Background: an optimization exercise with open tools, aiming at small area, a short achievable clock period and few clock cycles per item. Do not read the settings as production practice. The RTL was checked by simulation tests, not by an equivalence proof against the original design.

**design/flow/run.sh**
```bash
#!/bin/bash
# synth_recipe.tcl (not shown) runs the flow's synth.tcl, then flattens the netlist and writes it again
# the make line also repeats each setting of config.mk as NAME=value (left out here)
make -C /OpenROAD-flow-scripts/flow DESIGN_CONFIG=/design/flow/config.mk WORK_HOME=/design/flow/orfs CLKGATE_MAP_FILE= SYNTH_SCRIPT=/design/flow/synth_recipe.tcl finish
```
**design/flow/config.mk**
```make
export PLATFORM = sky130hd
export DESIGN_NAME = queued_sine_tone_generator_core
export DESIGN_NICKNAME = queued_sine_tone_generator_core
export VERILOG_FILES = /design/flow/design.v
export SDC_FILE = /design/flow/constraint.sdc
export NUM_CORES = 4
export LEC_CHECK = 0
export CAP_MARGIN = 20
export CORE_MARGIN = 2
export CORE_UTILIZATION = 40
export SLEW_MARGIN = 20
```
**design/flow/constraint.sdc**
```tcl
create_clock -name core_clock -period 10.0 [get_ports {clk}]
set_input_delay 2.0000 -clock core_clock [delete_from_list [all_inputs] [get_ports {clk}]]
set_output_delay 2.0000 -clock core_clock [all_outputs]
set_load 0.01 [all_outputs]
```
**design/flow/design.v**
```verilog
`default_nettype none
package qstg_pkg;
    localparam int QUEUE_DEPTH = 16;
    localparam int PTR_W       = $clog2(QUEUE_DEPTH);
    localparam int USED_W      = $clog2(QUEUE_DEPTH + 1);
    localparam int SINE_TABLE_SIZE = 1024;
    localparam int SINE_BITS       = $clog2(SINE_TABLE_SIZE);
    localparam int QUARTER_SIZE    = SINE_TABLE_SIZE / 4;
    localparam int QUARTER_BITS    = SINE_BITS - 2;
    localparam int OP_W     = 2;
    localparam int RATE_W   = 16;
    localparam int FREQ_W   = 15;
    localparam int AMP_W    = 15;
    localparam int DUR_W    = 16;
    localparam int SAMPLE_W = 16;
    localparam int COUNT_W  = 5;
    localparam int LEFT_W   = 22;
    localparam int ENTRY_W  = 16;
    localparam logic [RATE_W-1:0] RATE_RESET = 16'd44100;
    localparam int PROD1_W     = DUR_W + RATE_W;
    localparam int RECIP_W     = 29;
    localparam logic [RECIP_W-1:0] RECIP_MAGIC = 29'h10624DD3;
    localparam int RECIP_SHIFT = 38;
    localparam int PROD2_W     = PROD1_W + RECIP_W;
    localparam int COUNT_RAW_W = PROD2_W - RECIP_SHIFT;
    localparam int MOD_W  = RATE_W + 1;
    localparam int DIV_W  = RATE_W + SINE_BITS;
    localparam int STEP_W = $clog2(DIV_W + 1);
    localparam int MAG_PROD_W = AMP_W + ENTRY_W;
    localparam int MAG_SHIFT  = 15;
    typedef enum logic [OP_W-1:0] {
        OP_ENQUEUE = 2'd0,
        OP_SAMPLE  = 2'd1,
        OP_CLEAR   = 2'd2
    } op_t;
    typedef struct packed {
        logic [OP_W-1:0]   op;
        logic [FREQ_W-1:0] tone_frequency;
        logic [AMP_W-1:0]  tone_amplitude;
        logic [DUR_W-1:0]  duration_ms;
    } item_t;
    typedef struct packed {
        logic signed [SAMPLE_W-1:0] sample;
        logic                       sample_valid;
        logic                       queue_drop;
        logic [COUNT_W-1:0]         queue_count;
    } result_t;
    typedef struct packed {
        logic [FREQ_W-1:0] frequency;
        logic [AMP_W-1:0]  amplitude;
        logic [LEFT_W-1:0] remaining;
    } tone_t;
    typedef enum logic [1:0] {
        DIV_WRAP_ACC,
        DIV_INDEX,
        DIV_WRAP_NEXT
    } div_sel_t;
    typedef struct packed {
        logic             load_item;
        logic             mul_duration;
        logic             mul_recip;
        logic             push;
        logic             clear;
        logic             check;
        logic             div_start;
        div_sel_t         div_sel;
        logic             take_phase;
        logic             take_index;
        logic             take_acc;
        logic             rom_read;
        logic             amp_mul;
        logic             countdown;
        logic             result_load;
    } dp_cmd_t;
    typedef struct packed {
        logic queue_empty;
        logic rate_zero;
        logic div_done;
    } dp_status_t;
    typedef struct packed {
        logic              start;
        logic [DIV_W-1:0]  dividend;
        logic [STEP_W-1:0] steps;
    } div_cmd_t;
    typedef enum logic [3:0] {
        S_IDLE,
        S_ENQ_MUL,
        S_ENQ_RECIP,
        S_ENQ_PUSH,
        S_CLEAR,
        S_SMP_CHECK,
        S_SMP_MOD,
        S_SMP_IDX_GO,
        S_SMP_IDX,
        S_SMP_WRAP_GO,
        S_SMP_WRAP,
        S_SMP_ROM,
        S_SMP_MUL,
        S_SMP_END,
        S_FINISH
    } state_t;
    localparam logic [ENTRY_W-1:0] SINE_PEAK = 16'h8000;
endpackage
`default_nettype wire
`default_nettype none
module qstg_sine_rom (
    input  logic      [7:0]  addr,
    output logic      [15:0] data
);
    always_comb
    begin
        case (addr)
            8'd0: data = 16'd0;
            8'd1: data = 16'd201;
            8'd2: data = 16'd402;
            8'd3: data = 16'd603;
            8'd4: data = 16'd804;
            8'd5: data = 16'd1005;
            8'd6: data = 16'd1206;
            8'd7: data = 16'd1407;
            8'd8: data = 16'd1608;
            8'd9: data = 16'd1809;
            8'd10: data = 16'd2009;
            8'd11: data = 16'd2210;
            8'd12: data = 16'd2411;
            8'd13: data = 16'd2611;
            8'd14: data = 16'd2811;
            8'd15: data = 16'd3012;
            8'd16: data = 16'd3212;
            8'd17: data = 16'd3412;
            8'd18: data = 16'd3612;
            8'd19: data = 16'd3812;
            8'd20: data = 16'd4011;
            8'd21: data = 16'd4211;
            8'd22: data = 16'd4410;
            8'd23: data = 16'd4609;
            8'd24: data = 16'd4808;
            8'd25: data = 16'd5007;
            8'd26: data = 16'd5205;
            8'd27: data = 16'd5404;
            8'd28: data = 16'd5602;
            8'd29: data = 16'd5800;
            8'd30: data = 16'd5998;
            8'd31: data = 16'd6195;
            8'd32: data = 16'd6393;
            8'd33: data = 16'd6590;
            8'd34: data = 16'd6787;
            8'd35: data = 16'd6983;
            8'd36: data = 16'd7180;
            8'd37: data = 16'd7376;
            8'd38: data = 16'd7571;
            8'd39: data = 16'd7767;
            8'd40: data = 16'd7962;
            8'd41: data = 16'd8157;
            8'd42: data = 16'd8351;
            8'd43: data = 16'd8546;
            8'd44: data = 16'd8740;
            8'd45: data = 16'd8933;
            8'd46: data = 16'd9127;
            8'd47: data = 16'd9319;
            8'd48: data = 16'd9512;
            8'd49: data = 16'd9704;
            8'd50: data = 16'd9896;
            8'd51: data = 16'd10088;
            8'd52: data = 16'd10279;
            8'd53: data = 16'd10469;
            8'd54: data = 16'd10660;
            8'd55: data = 16'd10850;
            8'd56: data = 16'd11039;
            8'd57: data = 16'd11228;
            8'd58: data = 16'd11417;
            8'd59: data = 16'd11605;
            8'd60: data = 16'd11793;
            8'd61: data = 16'd11980;
            8'd62: data = 16'd12167;
            8'd63: data = 16'd12354;
            8'd64: data = 16'd12540;
            8'd65: data = 16'd12725;
            8'd66: data = 16'd12910;
            8'd67: data = 16'd13095;
            8'd68: data = 16'd13279;
            8'd69: data = 16'd13463;
            8'd70: data = 16'd13646;
            8'd71: data = 16'd13828;
            8'd72: data = 16'd14010;
            8'd73: data = 16'd14192;
            8'd74: data = 16'd14373;
            8'd75: data = 16'd14553;
            8'd76: data = 16'd14733;
            8'd77: data = 16'd14912;
            8'd78: data = 16'd15091;
            8'd79: data = 16'd15269;
            8'd80: data = 16'd15447;
            8'd81: data = 16'd15624;
            8'd82: data = 16'd15800;
            8'd83: data = 16'd15976;
            8'd84: data = 16'd16151;
            8'd85: data = 16'd16326;
            8'd86: data = 16'd16500;
            8'd87: data = 16'd16673;
            8'd88: data = 16'd16846;
            8'd89: data = 16'd17018;
            8'd90: data = 16'd17190;
            8'd91: data = 16'd17361;
            8'd92: data = 16'd17531;
            8'd93: data = 16'd17700;
            8'd94: data = 16'd17869;
            8'd95: data = 16'd18037;
            8'd96: data = 16'd18205;
            8'd97: data = 16'd18372;
            8'd98: data = 16'd18538;
            8'd99: data = 16'd18703;
            8'd100: data = 16'd18868;
            8'd101: data = 16'd19032;
            8'd102: data = 16'd19195;
            8'd103: data = 16'd19358;
            8'd104: data = 16'd19520;
            8'd105: data = 16'd19681;
            8'd106: data = 16'd19841;
            8'd107: data = 16'd20001;
            8'd108: data = 16'd20160;
            8'd109: data = 16'd20318;
            8'd110: data = 16'd20475;
            8'd111: data = 16'd20632;
            8'd112: data = 16'd20788;
            8'd113: data = 16'd20943;
            8'd114: data = 16'd21097;
            8'd115: data = 16'd21251;
            8'd116: data = 16'd21403;
            8'd117: data = 16'd21555;
            8'd118: data = 16'd21706;
            8'd119: data = 16'd21856;
            8'd120: data = 16'd22006;
            8'd121: data = 16'd22154;
            8'd122: data = 16'd22302;
            8'd123: data = 16'd22449;
            8'd124: data = 16'd22595;
            8'd125: data = 16'd22740;
            8'd126: data = 16'd22884;
            8'd127: data = 16'd23028;
            8'd128: data = 16'd23170;
            8'd129: data = 16'd23312;
            8'd130: data = 16'd23453;
            8'd131: data = 16'd23593;
            8'd132: data = 16'd23732;
            8'd133: data = 16'd23870;
            8'd134: data = 16'd24008;
            8'd135: data = 16'd24144;
            8'd136: data = 16'd24279;
            8'd137: data = 16'd24414;
            8'd138: data = 16'd24548;
            8'd139: data = 16'd24680;
            8'd140: data = 16'd24812;
            8'd141: data = 16'd24943;
            8'd142: data = 16'd25073;
            8'd143: data = 16'd25202;
            8'd144: data = 16'd25330;
            8'd145: data = 16'd25457;
            8'd146: data = 16'd25583;
            8'd147: data = 16'd25708;
            8'd148: data = 16'd25833;
            8'd149: data = 16'd25956;
            8'd150: data = 16'd26078;
            8'd151: data = 16'd26199;
            8'd152: data = 16'd26320;
            8'd153: data = 16'd26439;
            8'd154: data = 16'd26557;
            8'd155: data = 16'd26674;
            8'd156: data = 16'd26791;
            8'd157: data = 16'd26906;
            8'd158: data = 16'd27020;
            8'd159: data = 16'd27133;
            8'd160: data = 16'd27246;
            8'd161: data = 16'd27357;
            8'd162: data = 16'd27467;
            8'd163: data = 16'd27576;
            8'd164: data = 16'd27684;
            8'd165: data = 16'd27791;
            8'd166: data = 16'd27897;
            8'd167: data = 16'd28002;
            8'd168: data = 16'd28106;
            8'd169: data = 16'd28209;
            8'd170: data = 16'd28311;
            8'd171: data = 16'd28411;
            8'd172: data = 16'd28511;
            8'd173: data = 16'd28610;
            8'd174: data = 16'd28707;
            8'd175: data = 16'd28803;
            8'd176: data = 16'd28899;
            8'd177: data = 16'd28993;
            8'd178: data = 16'd29086;
            8'd179: data = 16'd29178;
            8'd180: data = 16'd29269;
            8'd181: data = 16'd29359;
            8'd182: data = 16'd29448;
            8'd183: data = 16'd29535;
            8'd184: data = 16'd29622;
            8'd185: data = 16'd29707;
            8'd186: data = 16'd29792;
            8'd187: data = 16'd29875;
            8'd188: data = 16'd29957;
            8'd189: data = 16'd30038;
            8'd190: data = 16'd30118;
            8'd191: data = 16'd30196;
            8'd192: data = 16'd30274;
            8'd193: data = 16'd30350;
            8'd194: data = 16'd30425;
            8'd195: data = 16'd30499;
            8'd196: data = 16'd30572;
            8'd197: data = 16'd30644;
            8'd198: data = 16'd30715;
            8'd199: data = 16'd30784;
            8'd200: data = 16'd30853;
            8'd201: data = 16'd30920;
            8'd202: data = 16'd30986;
            8'd203: data = 16'd31050;
            8'd204: data = 16'd31114;
            8'd205: data = 16'd31177;
            8'd206: data = 16'd31238;
            8'd207: data = 16'd31298;
            8'd208: data = 16'd31357;
            8'd209: data = 16'd31415;
            8'd210: data = 16'd31471;
            8'd211: data = 16'd31527;
            8'd212: data = 16'd31581;
            8'd213: data = 16'd31634;
            8'd214: data = 16'd31686;
            8'd215: data = 16'd31737;
            8'd216: data = 16'd31786;
            8'd217: data = 16'd31834;
            8'd218: data = 16'd31881;
            8'd219: data = 16'd31927;
            8'd220: data = 16'd31972;
            8'd221: data = 16'd32015;
            8'd222: data = 16'd32058;
            8'd223: data = 16'd32099;
            8'd224: data = 16'd32138;
            8'd225: data = 16'd32177;
            8'd226: data = 16'd32214;
            8'd227: data = 16'd32251;
            8'd228: data = 16'd32286;
            8'd229: data = 16'd32319;
            8'd230: data = 16'd32352;
            8'd231: data = 16'd32383;
            8'd232: data = 16'd32413;
            8'd233: data = 16'd32442;
            8'd234: data = 16'd32470;
            8'd235: data = 16'd32496;
            8'd236: data = 16'd32522;
            8'd237: data = 16'd32546;
            8'd238: data = 16'd32568;
            8'd239: data = 16'd32590;
            8'd240: data = 16'd32610;
            8'd241: data = 16'd32629;
            8'd242: data = 16'd32647;
            8'd243: data = 16'd32664;
            8'd244: data = 16'd32679;
            8'd245: data = 16'd32693;
            8'd246: data = 16'd32706;
            8'd247: data = 16'd32718;
            8'd248: data = 16'd32729;
            8'd249: data = 16'd32738;
            8'd250: data = 16'd32746;
            8'd251: data = 16'd32753;
            8'd252: data = 16'd32758;
            8'd253: data = 16'd32762;
            8'd254: data = 16'd32766;
            8'd255: data = 16'd32767;
            default: data = 16'd0;
        endcase
    end
endmodule
`default_nettype wire
`default_nettype none
module qstg_divider (
    input  logic                   clk,
    input  logic                   rst_n,
    input  qstg_pkg::div_cmd_t               cmd,
    input  logic      [qstg_pkg::RATE_W-1:0] divisor,
    output logic                   done,
    output logic [qstg_pkg::DIV_W-1:0]       quotient,
    output logic [qstg_pkg::RATE_W-1:0]      remainder
);
    localparam int RATE_W = qstg_pkg::RATE_W;
    localparam int DIV_W = qstg_pkg::DIV_W;
    localparam int STEP_W = qstg_pkg::STEP_W;
    logic              busy_reg;
    logic              done_reg;
    logic [STEP_W-1:0] count_reg;
    logic [DIV_W-1:0]  quo_reg;
    logic [RATE_W-1:0] rem_reg;
    logic [RATE_W:0]   shifted;
    logic [RATE_W+1:0] diff;
    logic              ge;
    logic [RATE_W-1:0] rem_next;
    always_comb
    begin
        shifted  = {rem_reg, quo_reg[DIV_W-1]};
        diff     = {1'b0, shifted} - {2'b00, divisor};
        ge       = ~diff[RATE_W+1];
        rem_next = ge ? diff[RATE_W-1:0] : shifted[RATE_W-1:0];
    end
    always_ff @(posedge clk or negedge rst_n)
    begin
        if (!rst_n)
        begin
            busy_reg  <= 1'b0;
            done_reg  <= 1'b0;
            count_reg <= '0;
        end
        else
        begin
            done_reg <= 1'b0;
            if (cmd.start)
            begin
                busy_reg  <= 1'b1;
                count_reg <= cmd.steps;
            end
            else if (busy_reg)
            begin
                count_reg <= count_reg - 1'b1;
                if (count_reg == STEP_W'(1))
                begin
                    busy_reg <= 1'b0;
                    done_reg <= 1'b1;
                end
            end
        end
    end
    always_ff @(posedge clk)
    begin
        if (cmd.start)
        begin
            quo_reg <= cmd.dividend;
            rem_reg <= '0;
        end
        else if (busy_reg)
        begin
            quo_reg <= {quo_reg[DIV_W-2:0], ge};
            rem_reg <= rem_next;
        end
    end
    assign done      = done_reg;
    assign quotient  = quo_reg;
    assign remainder = rem_reg;
endmodule
`default_nettype wire
`default_nettype none
module qstg_datapath (
    input  logic                   clk,
    input  logic                   rst_n,
    input  logic                   cfg_write,
    input  logic      [qstg_pkg::RATE_W-1:0] cfg_data,
    input  qstg_pkg::item_t                  item,
    input  qstg_pkg::dp_cmd_t                cmd,
    output qstg_pkg::dp_status_t             status,
    output qstg_pkg::result_t                result
);
    localparam int QUEUE_DEPTH = qstg_pkg::QUEUE_DEPTH;
    localparam int PTR_W = qstg_pkg::PTR_W;
    localparam int USED_W = qstg_pkg::USED_W;
    localparam int SINE_BITS = qstg_pkg::SINE_BITS;
    localparam int QUARTER_BITS = qstg_pkg::QUARTER_BITS;
    localparam int RATE_W = qstg_pkg::RATE_W;
    localparam int SAMPLE_W = qstg_pkg::SAMPLE_W;
    localparam int COUNT_W = qstg_pkg::COUNT_W;
    localparam int LEFT_W = qstg_pkg::LEFT_W;
    localparam int ENTRY_W = qstg_pkg::ENTRY_W;
    localparam logic [qstg_pkg::RATE_W-1:0] RATE_RESET = qstg_pkg::RATE_RESET;
    localparam int PROD1_W = qstg_pkg::PROD1_W;
    localparam logic [qstg_pkg::RECIP_W-1:0] RECIP_MAGIC = qstg_pkg::RECIP_MAGIC;
    localparam int RECIP_SHIFT = qstg_pkg::RECIP_SHIFT;
    localparam int PROD2_W = qstg_pkg::PROD2_W;
    localparam int COUNT_RAW_W = qstg_pkg::COUNT_RAW_W;
    localparam int MOD_W = qstg_pkg::MOD_W;
    localparam int DIV_W = qstg_pkg::DIV_W;
    localparam int STEP_W = qstg_pkg::STEP_W;
    localparam int MAG_PROD_W = qstg_pkg::MAG_PROD_W;
    localparam int MAG_SHIFT = qstg_pkg::MAG_SHIFT;
    localparam int TONE_W = qstg_pkg::FREQ_W + qstg_pkg::AMP_W + qstg_pkg::LEFT_W;
    localparam logic [qstg_pkg::ENTRY_W-1:0] SINE_PEAK = qstg_pkg::SINE_PEAK;
    localparam logic [USED_W-1:0] USED_FULL = USED_W'(QUEUE_DEPTH);
    function automatic logic [PTR_W-1:0] next_slot(input logic [PTR_W-1:0] i);
        logic [PTR_W-1:0] n;
        if (i == PTR_W'(QUEUE_DEPTH - 1))
        begin
            n = '0;
        end
        else
        begin
            n = i + 1'b1;
        end
        next_slot = n;
    endfunction
    logic [RATE_W-1:0]          rate_reg;
    qstg_pkg::item_t                      item_reg;
    logic [PROD1_W-1:0]         prod1_reg;
    logic [PROD2_W-1:0]         prod2_reg;
    logic [TONE_W-1:0]                    mem [QUEUE_DEPTH];
    qstg_pkg::tone_t                      rd_reg;
    logic [PTR_W-1:0]           head_reg, head_next;
    logic [PTR_W-1:0]           tail_reg, tail_next;
    logic [USED_W-1:0]          used_reg, used_next;
    logic [RATE_W-1:0]          phase_acc_reg;
    logic [RATE_W-1:0]          phase_reg;
    logic [SINE_BITS-1:0]       index_reg;
    logic [ENTRY_W-1:0]         entry_mag_reg;
    logic                       entry_neg_reg;
    logic [MAG_PROD_W-1:0]      mag_prod_reg;
    logic signed [SAMPLE_W-1:0] sample_reg;
    logic                       smp_valid_reg;
    logic                       drop_reg;
    qstg_pkg::result_t                    result_reg;
    logic [COUNT_RAW_W-1:0]     count_raw;
    logic [LEFT_W-1:0]          count_sat;
    logic                       count_zero;
    logic                       queue_full;
    logic                       queue_empty;
    logic                       push_write;
    logic [LEFT_W-1:0]          left;
    logic                       pop;
    logic                       wr_en;
    logic [PTR_W-1:0]           wr_addr;
    qstg_pkg::tone_t                      wr_data;
    qstg_pkg::div_cmd_t                   div_cmd;
    logic                       div_done;
    logic [DIV_W-1:0]           div_quotient;
    logic [RATE_W-1:0]          div_remainder;
    logic [MOD_W-1:0]           phase_sum;
    logic                       rom_odd;
    logic [QUARTER_BITS-1:0]    rom_low;
    logic [QUARTER_BITS-1:0]    rom_mirror;
    logic [ENTRY_W-1:0]         rom_value;
    logic [ENTRY_W-1:0]         rom_data;
    logic [SAMPLE_W-1:0]        mag;
    always_comb
    begin
        count_raw  = prod2_reg[PROD2_W-1:RECIP_SHIFT];
        count_sat  = (|count_raw[COUNT_RAW_W-1:LEFT_W]) ? '1 : count_raw[LEFT_W-1:0];
        count_zero = (count_sat == '0);
    end
    always_comb
    begin
        queue_full  = (used_reg == USED_FULL);
        queue_empty = (used_reg == '0);
        push_write  = cmd.push && !count_zero && !queue_full;
        left        = rd_reg.remaining - 1'b1;
        pop         = cmd.countdown && (left == '0);
        wr_en       = push_write || (cmd.countdown && !pop);
        wr_addr     = cmd.push ? tail_reg : head_reg;
        if (cmd.push)
        begin
            wr_data = {item_reg.tone_frequency, item_reg.tone_amplitude, count_sat};
        end
        else
        begin
            wr_data = {rd_reg.frequency, rd_reg.amplitude, left};
        end
    end
    always_comb
    begin
        head_next = head_reg;
        tail_next = tail_reg;
        used_next = used_reg;
        if (cmd.clear)
        begin
            head_next = '0;
            tail_next = '0;
            used_next = '0;
        end
        else if (push_write)
        begin
            tail_next = next_slot(tail_reg);
            used_next = used_reg + 1'b1;
        end
        else if (pop)
        begin
            head_next = next_slot(head_reg);
            used_next = used_reg - 1'b1;
        end
    end
    always_ff @(posedge clk or negedge rst_n)
    begin
        if (!rst_n)
        begin
            head_reg <= '0;
            tail_reg <= '0;
            used_reg <= '0;
        end
        else
        begin
            head_reg <= head_next;
            tail_reg <= tail_next;
            used_reg <= used_next;
        end
    end
    always_ff @(posedge clk)
    begin
        if (wr_en)
        begin
            mem[wr_addr] <= wr_data;
        end
        rd_reg <= mem[head_reg];
    end
    always_ff @(posedge clk or negedge rst_n)
    begin
        if (!rst_n)
        begin
            rate_reg      <= RATE_RESET;
            phase_acc_reg <= '0;
        end
        else
        begin
            if (cfg_write)
            begin
                rate_reg <= cfg_data;
            end
            if (cmd.check && !queue_empty && (rate_reg == '0))
            begin
                phase_acc_reg <= '0;
            end
            else if (cmd.take_acc)
            begin
                phase_acc_reg <= div_remainder;
            end
        end
    end
    always_comb
    begin
        phase_sum        = MOD_W'(phase_reg) + MOD_W'(rd_reg.frequency);
        div_cmd.start    = cmd.div_start;
        unique case (cmd.div_sel)
            qstg_pkg::DIV_INDEX:
            begin
                div_cmd.dividend = {phase_reg, {SINE_BITS{1'b0}}};
                div_cmd.steps    = STEP_W'(DIV_W);
            end
            qstg_pkg::DIV_WRAP_NEXT:
            begin
                div_cmd.dividend = {phase_sum, {(DIV_W - MOD_W){1'b0}}};
                div_cmd.steps    = STEP_W'(MOD_W);
            end
            default:
            begin
                div_cmd.dividend = {1'b0, phase_acc_reg, {(DIV_W - MOD_W){1'b0}}};
                div_cmd.steps    = STEP_W'(MOD_W);
            end
        endcase
    end
    qstg_divider u_divider (
        .clk       (clk),
        .rst_n     (rst_n),
        .cmd       (div_cmd),
        .divisor   (rate_reg),
        .done      (div_done),
        .quotient  (div_quotient),
        .remainder (div_remainder)
    );
    qstg_sine_rom u_rom (
        .addr (rom_odd ? rom_mirror : rom_low),
        .data (rom_data)
    );
    always_comb
    begin
        rom_odd    = index_reg[SINE_BITS-2];
        rom_low    = index_reg[QUARTER_BITS-1:0];
        rom_mirror = '0 - rom_low;
        if (rom_odd && (rom_low == '0))
        begin
            rom_value = SINE_PEAK;
        end
        else
        begin
            rom_value = rom_data;
        end
        mag = mag_prod_reg[MAG_PROD_W-1:MAG_SHIFT];
    end
    always_ff @(posedge clk)
    begin
        if (cmd.load_item)
        begin
            item_reg      <= item;
            sample_reg    <= '0;
            smp_valid_reg <= 1'b0;
            drop_reg      <= 1'b0;
        end
        if (cmd.mul_duration)
        begin
            prod1_reg <= PROD1_W'(item_reg.duration_ms) * PROD1_W'(rate_reg);
        end
        if (cmd.mul_recip)
        begin
            prod2_reg <= PROD2_W'(prod1_reg) * PROD2_W'(RECIP_MAGIC);
        end
        if (cmd.push)
        begin
            drop_reg <= !count_zero && queue_full;
        end
        if (cmd.check)
        begin
            smp_valid_reg <= !queue_empty;
            entry_mag_reg <= '0;
            entry_neg_reg <= 1'b0;
        end
        if (cmd.take_phase)
        begin
            phase_reg <= div_remainder;
        end
        if (cmd.take_index)
        begin
            index_reg <= (|div_quotient[DIV_W-1:SINE_BITS]) ? '1
                                                            : div_quotient[SINE_BITS-1:0];
        end
        if (cmd.rom_read)
        begin
            entry_mag_reg <= rom_value;
            entry_neg_reg <= index_reg[SINE_BITS-1];
        end
        if (cmd.amp_mul)
        begin
            mag_prod_reg <= MAG_PROD_W'(rd_reg.amplitude) * MAG_PROD_W'(entry_mag_reg);
        end
        if (cmd.countdown)
        begin
            sample_reg <= $signed(entry_neg_reg ? ('0 - mag) : mag);
        end
        if (cmd.result_load)
        begin
            result_reg.sample       <= sample_reg;
            result_reg.sample_valid <= smp_valid_reg;
            result_reg.queue_drop   <= drop_reg;
            result_reg.queue_count  <= COUNT_W'(used_reg);
        end
    end
    assign status.queue_empty = queue_empty;
    assign status.rate_zero   = (rate_reg == '0);
    assign status.div_done    = div_done;
    assign result             = result_reg;
endmodule
`default_nettype wire
`default_nettype none
module qstg_ctrl (
    input  logic                 clk,
    input  logic                 rst_n,
    input  logic                 item_valid,
    input  logic      [qstg_pkg::OP_W-1:0] item_op,
    output logic                 item_stall,
    output logic                 result_valid,
    input  logic                 result_stall,
    input  qstg_pkg::dp_status_t           status,
    output qstg_pkg::dp_cmd_t              cmd
);
    qstg_pkg::state_t state_reg, state_next;
    logic   result_valid_reg, result_valid_next;
    logic   out_free;
    assign out_free = !result_valid_reg || !result_stall;
    always_comb
    begin
        state_next = state_reg;
        unique case (state_reg)
            qstg_pkg::S_IDLE:
            begin
                if (item_valid)
                begin
                    unique case (item_op)
                        qstg_pkg::OP_ENQUEUE: state_next = qstg_pkg::S_ENQ_MUL;
                        qstg_pkg::OP_SAMPLE:  state_next = qstg_pkg::S_SMP_CHECK;
                        qstg_pkg::OP_CLEAR:   state_next = qstg_pkg::S_CLEAR;
                        default:    state_next = qstg_pkg::S_FINISH;
                    endcase
                end
            end
            qstg_pkg::S_ENQ_MUL:   state_next = qstg_pkg::S_ENQ_RECIP;
            qstg_pkg::S_ENQ_RECIP: state_next = qstg_pkg::S_ENQ_PUSH;
            qstg_pkg::S_ENQ_PUSH:  state_next = qstg_pkg::S_FINISH;
            qstg_pkg::S_CLEAR:     state_next = qstg_pkg::S_FINISH;
            qstg_pkg::S_SMP_CHECK:
            begin
                priority if (status.queue_empty)
                begin
                    state_next = qstg_pkg::S_FINISH;
                end
                else if (status.rate_zero)
                begin
                    state_next = qstg_pkg::S_SMP_MUL;
                end
                else
                begin
                    state_next = qstg_pkg::S_SMP_MOD;
                end
            end
            qstg_pkg::S_SMP_MOD:
            begin
                if (status.div_done)
                begin
                    state_next = qstg_pkg::S_SMP_IDX_GO;
                end
            end
            qstg_pkg::S_SMP_IDX_GO: state_next = qstg_pkg::S_SMP_IDX;
            qstg_pkg::S_SMP_IDX:
            begin
                if (status.div_done)
                begin
                    state_next = qstg_pkg::S_SMP_WRAP_GO;
                end
            end
            qstg_pkg::S_SMP_WRAP_GO: state_next = qstg_pkg::S_SMP_WRAP;
            qstg_pkg::S_SMP_WRAP:
            begin
                if (status.div_done)
                begin
                    state_next = qstg_pkg::S_SMP_ROM;
                end
            end
            qstg_pkg::S_SMP_ROM: state_next = qstg_pkg::S_SMP_MUL;
            qstg_pkg::S_SMP_MUL: state_next = qstg_pkg::S_SMP_END;
            qstg_pkg::S_SMP_END: state_next = qstg_pkg::S_FINISH;
            qstg_pkg::S_FINISH:
            begin
                if (out_free)
                begin
                    state_next = qstg_pkg::S_IDLE;
                end
            end
            default: state_next = qstg_pkg::S_IDLE;
        endcase
    end
    always_comb
    begin
        cmd = '0;
        unique case (state_reg)
            qstg_pkg::S_IDLE:       cmd.load_item    = item_valid;
            qstg_pkg::S_ENQ_MUL:    cmd.mul_duration = 1'b1;
            qstg_pkg::S_ENQ_RECIP:  cmd.mul_recip    = 1'b1;
            qstg_pkg::S_ENQ_PUSH:   cmd.push         = 1'b1;
            qstg_pkg::S_CLEAR:      cmd.clear        = 1'b1;
            qstg_pkg::S_SMP_CHECK:
            begin
                cmd.check     = 1'b1;
                cmd.div_start = !status.queue_empty && !status.rate_zero;
                cmd.div_sel   = qstg_pkg::DIV_WRAP_ACC;
            end
            qstg_pkg::S_SMP_MOD:    cmd.take_phase   = status.div_done;
            qstg_pkg::S_SMP_IDX_GO:
            begin
                cmd.div_start = 1'b1;
                cmd.div_sel   = qstg_pkg::DIV_INDEX;
            end
            qstg_pkg::S_SMP_IDX:    cmd.take_index   = status.div_done;
            qstg_pkg::S_SMP_WRAP_GO:
            begin
                cmd.div_start = 1'b1;
                cmd.div_sel   = qstg_pkg::DIV_WRAP_NEXT;
            end
            qstg_pkg::S_SMP_WRAP:   cmd.take_acc     = status.div_done;
            qstg_pkg::S_SMP_ROM:    cmd.rom_read     = 1'b1;
            qstg_pkg::S_SMP_MUL:    cmd.amp_mul      = 1'b1;
            qstg_pkg::S_SMP_END:    cmd.countdown    = 1'b1;
            qstg_pkg::S_FINISH:     cmd.result_load  = out_free;
            default:      cmd              = '0;
        endcase
    end
    always_comb
    begin
        priority if (cmd.result_load)
        begin
            result_valid_next = 1'b1;
        end
        else if (!result_stall)
        begin
            result_valid_next = 1'b0;
        end
        else
        begin
            result_valid_next = result_valid_reg;
        end
    end
    always_ff @(posedge clk or negedge rst_n)
    begin
        if (!rst_n)
        begin
            state_reg        <= qstg_pkg::S_IDLE;
            result_valid_reg <= 1'b0;
        end
        else
        begin
            state_reg        <= state_next;
            result_valid_reg <= result_valid_next;
        end
    end
    assign item_stall   = (state_reg != qstg_pkg::S_IDLE);
    assign result_valid = result_valid_reg;
endmodule
`default_nettype wire
`default_nettype none
module queued_sine_tone_generator_core (
    input  logic                   clk,
    input  logic                   rst_n,
    input  logic                   cfg_write,
    input  logic      [qstg_pkg::RATE_W-1:0] cfg_data,
    input  logic                   item_valid,
    output logic                   item_stall,
    input  logic      [47:0]       item,
    output logic                   result_valid,
    input  logic                   result_stall,
    output logic [22:0]            result
);
    qstg_pkg::item_t      item_s;
    qstg_pkg::result_t    result_s;
    assign item_s = qstg_pkg::item_t'(item);
    assign result = result_s;
    qstg_pkg::dp_cmd_t    cmd;
    qstg_pkg::dp_status_t status;
    qstg_ctrl u_ctrl (
        .clk          (clk),
        .rst_n        (rst_n),
        .item_valid   (item_valid),
        .item_op      (item_s.op),
        .item_stall   (item_stall),
        .result_valid (result_valid),
        .result_stall (result_stall),
        .status       (status),
        .cmd          (cmd)
    );
    qstg_datapath u_datapath (
        .clk       (clk),
        .rst_n     (rst_n),
        .cfg_write (cfg_write),
        .cfg_data  (cfg_data),
        .item      (item_s),
        .cmd       (cmd),
        .status    (status),
        .result    (result_s)
    );
endmodule
`default_nettype wire
```
==> notes.md <==
==========================================================================================
RSZ-0062 raised after global routing                                                 false
CTS Root Cell                                                                 sky130_fd_sc_hd__clkbuf_16
Number of global-route vias before repair                                            54000
Crit path required time                                                           10.52 ns
Worst-path fanout max                                                                   11
Class of the tightest hold or removal check                                   flop to flop
Hold bufs inserted after CTS                                                             0
Run status                                                        timing/DRC/antenna clean
Category of the worst setup path launch point                                         flop
Number of buffers created by CTS                                                       133
GRT Resource Usage Total                                                            20.68%
CTS max path bufs                                                                        3
PostCTS Resize Cnt                                                                       0
Number of ports placed on the die boundary                                              94
Number of fillers in the final layout                                                18370
Maximum clock rate                                                               116.0 MHz
Antenna Nets Post-Route                                                                  0
Starting Density                                                                    40.21%
Source-to-sink clock delay at the later pin of the worst-skew pair                 0.79 ns
CP arrival                                                                         9.14 ns
Global-route wire length before repair                                            325.7 mm
Final-report max-slew violation count                                                    0
Count of endpoints failing hold in the final timing report                               0
Min Clock Period, post-route                                                      8.617 ns
Synth Cell Area                                                                0.08021 mm2
Floorplan row count                                                                    164
Final Net Count                                                                       8168
Category of the most critical setup path                                      flop to flop
Flip-flop count of the largest register after layout                                   832
Sequential area share after synthesis                                               43.13%
Register bit count reported by yosys                                                  1184
Syn Inst Count                                                                        6785
Final Cycle Share                                                                   86.17%
DP HPWL                                                                           139.5 mm
Kind of capture point of the worst setup path                                         flop
Relative area change from synthesis to final layout                                 10.62%
Average cell area after synthesis                                                11.82 um2
Vias after detailed routing                                                          51900
Startpoint of the most critical register-to-register path                     u_datapath.prod1_reg[10]
Setup Buffers After CTS                                                                  0
Number of instances in the placed design                                              9302
Yosys warning count                                                                      4
Area enclosed by the die boundary                                               0.2041 mm2
Start point of the worst hold path                                            u_datapath.sample_reg[6]
Post-detailed-route DRC marker count                                                     0
Max-Cap Viols                                                                            0
Maximum clock skew at final layout                                              0.06520 ns
Total Wirelength                                                                  210.9 mm
Post-route insts no fill                                                              9553
Post-synth top flop                                                           sky130_fd_sc_hd__edfxtp_1
Commonest non-fill, non-tap cell in the layout                                sky130_fd_sc_hd__edfxtp_1
Number of iterations in the first detailed-routing pass                                  6
TritonCTS Sinks                                                                       1184
Port-buffer cells                                                                       93
TritonCTS clock tree                                                                   yes
Placer congestion estimate                                                          0.9288
Average wire per cell in the routed design                                        22.08 um
Die Ht                                                                            451.8 um
Rel. slew slack                                                                     22.11%
Detailed Route Iter0 Violations                                                       4342
Placeable core area                                                             0.1995 mm2
Fraction of layout instances using a drive strength above 1                         7.543%
Most used cells in the layout excluding fill and tap cells                    1059 x sky130_fd_sc_hd__edfxtp_1, 984 x sky130_fd_sc_hd__inv_1, 744 x sky130_fd_sc_hd__nand2_1
Number of synthesized flops with an enable pin                                        1059
Proportion of register bits with asynchronous set or reset after synthesis          4.814%
Initial antenna violation count                                                          4
Total global routing overflow                                                            0
Unique masters post-synth                                                               74
Width of the chip                                                                 451.8 um
Hold Worst Slack                                                                 0.4171 ns
Clock edge transition at the registers on the reported setup and hold paths        0.06 ns
Via density per instance                                                             5.433
Largest net degree at the start of global routing                                      128
Final setup violation count                                                              0
Accumulated negative setup slack                                                      0 ns
H-Tree Depth                                                                             4
Storage element area                                                           0.03461 mm2
Area of the multi-input gates                                                  0.04106 mm2
Measured slew at the worst slew-check pin                                         1.168 ns
Start point of the critical path                                              u_datapath.prod1_reg[10]
Total nets after synthesis                                                            8172
==========================================================================================
[routing by layer]
metal / vias to the layer above / global-route usage (%) / wire length (um)
met5: - / 0 / 0
met4: 0 / 6.328 / 5942
met3: 332 / 2.665 / 11360
met2: 1572 / 34.28 / 101400
met1: 26490 / 28.32 / 92260
li1: 23510 / - / -
[cell families (layout without fill, tap and decap cells)]
| logic type | count (synthesis) | after routing | synth area share (%) |
|---|---|---|---|
| DFF | 1184 | 1184 | 43.13 |
| muxes | 325 | 325 | 5.870 |
| other | 0 | 3 | 0 |
| AOI/OAI and AO/OA | 1068 | 1068 | 8.297 |
| buffers and inverters | 1293 | 1402 | 6.070 |
| and+or+nand+nor | 1458 | 1458 | 8.244 |
| adders and majority gates | 1318 | 1318 | 26.87 |
| xor gates and xnor gates | 139 | 139 | 1.518 |
[per-stage QoR]
step                util, %  setup slack (ns)  instance area (um2)
global placement      42.18             1.399                84130
finish                44.48             1.383                88720
detailed placement    42.19             1.424                84140
floorplan                 -             3.090                80210
global route          44.48             1.126                88720
CTS                   44.45             1.406                88650
[cell type report]
| cell class | instances | area share [%] |
|---|---|---|
| sequential | 1184 | 39.01 |
| clock buffer | 190 | 4.152 |
| tap | 2656 | 3.746 |
| clock inverter | 58 | 0.9336 |
| multi-input combinational | 4308 | 46.28 |
| antenna | 3 | 0.008461 |
| timing repair buffer | 167 | 1.695 |
| inverter | 987 | 4.177 |
[synthesized netlist by cell type (all sizes together), types with 13 or more instances]
master	number	area (um2)
edfxtp	1059	31800
inv	987	3705
nand2	745	2796
fa	674	13490
ha	644	8058
o21ai	323	1617
a21oi	273	1366
clkbuf	253	949.7
nor2	210	788.3
and2	192	1201
mux2i	161	1612
mux4	111	2500
xnor2	88	770.7
nor3	87	435.4
a22oi	70	525.5
dfxtp	68	1361
a221oi	65	569.3
nand3	65	330.3
buf	53	214.0
mux2	53	596.8
a31oi	52	325.3
dfrtp	51	1276
xor2	51	446.7
a211oi	40	300.3
a21o	38	285.3
o211ai	32	240.2
o31ai	27	202.7
and3	24	150.1
nor4	22	137.6
or3	22	142.6
o22ai	20	125.1
nand2b	19	118.9
o21a	19	142.6
nand4	17	106.4
nor2b	15	93.84
or2	15	93.84
o221ai	14	122.6
o311ai	13	113.9
[path summary, 6_finish.rpt]
check,endpoint,slack (ns),depth (start not counted)
max,u_datapath.prod2_reg[60],1.38,23
min in group asynchronous,u_datapath.rate_reg[3],1.41,2
min,u_datapath.result_reg[13],0.42,0
min reg2reg,u_datapath.result_reg[13],0.42,0
max in group asynchronous,u_datapath.head_reg[0],7.88,2
max reg2reg,u_datapath.prod2_reg[60],1.38,23
[critical path, stage by stage, from the launching register on]
cell	delay (ns)
sky130_fd_sc_hd__edfxtp_1	0.82
sky130_fd_sc_hd__ha_1	0.40
sky130_fd_sc_hd__fa_1	0.39
sky130_fd_sc_hd__fa_1	0.48
sky130_fd_sc_hd__inv_1	0.05
sky130_fd_sc_hd__fa_1	0.49
sky130_fd_sc_hd__inv_1	0.06
sky130_fd_sc_hd__fa_1	0.48
sky130_fd_sc_hd__fa_1	0.51
sky130_fd_sc_hd__fa_1	0.49
sky130_fd_sc_hd__inv_1	0.05
sky130_fd_sc_hd__fa_1	0.47
sky130_fd_sc_hd__inv_1	0.04
sky130_fd_sc_hd__ha_1	0.32
sky130_fd_sc_hd__a21oi_1	0.19
sky130_fd_sc_hd__nand2_1	0.08
sky130_fd_sc_hd__a221oi_1	0.58
sky130_fd_sc_hd__a21oi_1	0.22
sky130_fd_sc_hd__o31ai_1	0.81
sky130_fd_sc_hd__a21oi_1	0.22
sky130_fd_sc_hd__a211oi_1	0.62
sky130_fd_sc_hd__o31ai_1	0.24
sky130_fd_sc_hd__a21oi_1	0.27
sky130_fd_sc_hd__o21bai_1	0.09
Testbench counts, summed over its fixed seeds: cycles 107,703, items 2,048.

[afterwards: timing with drivers on the ports]
How much do the figures lean on ideal ports? The routed layout below was timed once more, with nothing changed but the port constraints. Step 1, drivers: a clkbuf_16 drives clk and a buf_2 each remaining input, both assumed. Step 2 also shifts input and output timing later by t, the mid clock arrival at the registers, as if the neighbouring blocks saw the same clock. Three values: ideal ports, drivers, drivers and shift; two values: the first two.
shift t [ns]: 0.847
setup slack, ns: 1.383 / 1.383 / 1.383
worst hold slack (ns): 0.417 / 0.417 / 0.417
clock arrival spread, ns: 0.066 / 0.065
worst data-port slew with drivers (ns): 0.21
After both steps setup and hold are still met in this run. The setup slack of this run moves by 0.000 ns with the drivers and by 0.000 ns with both steps.
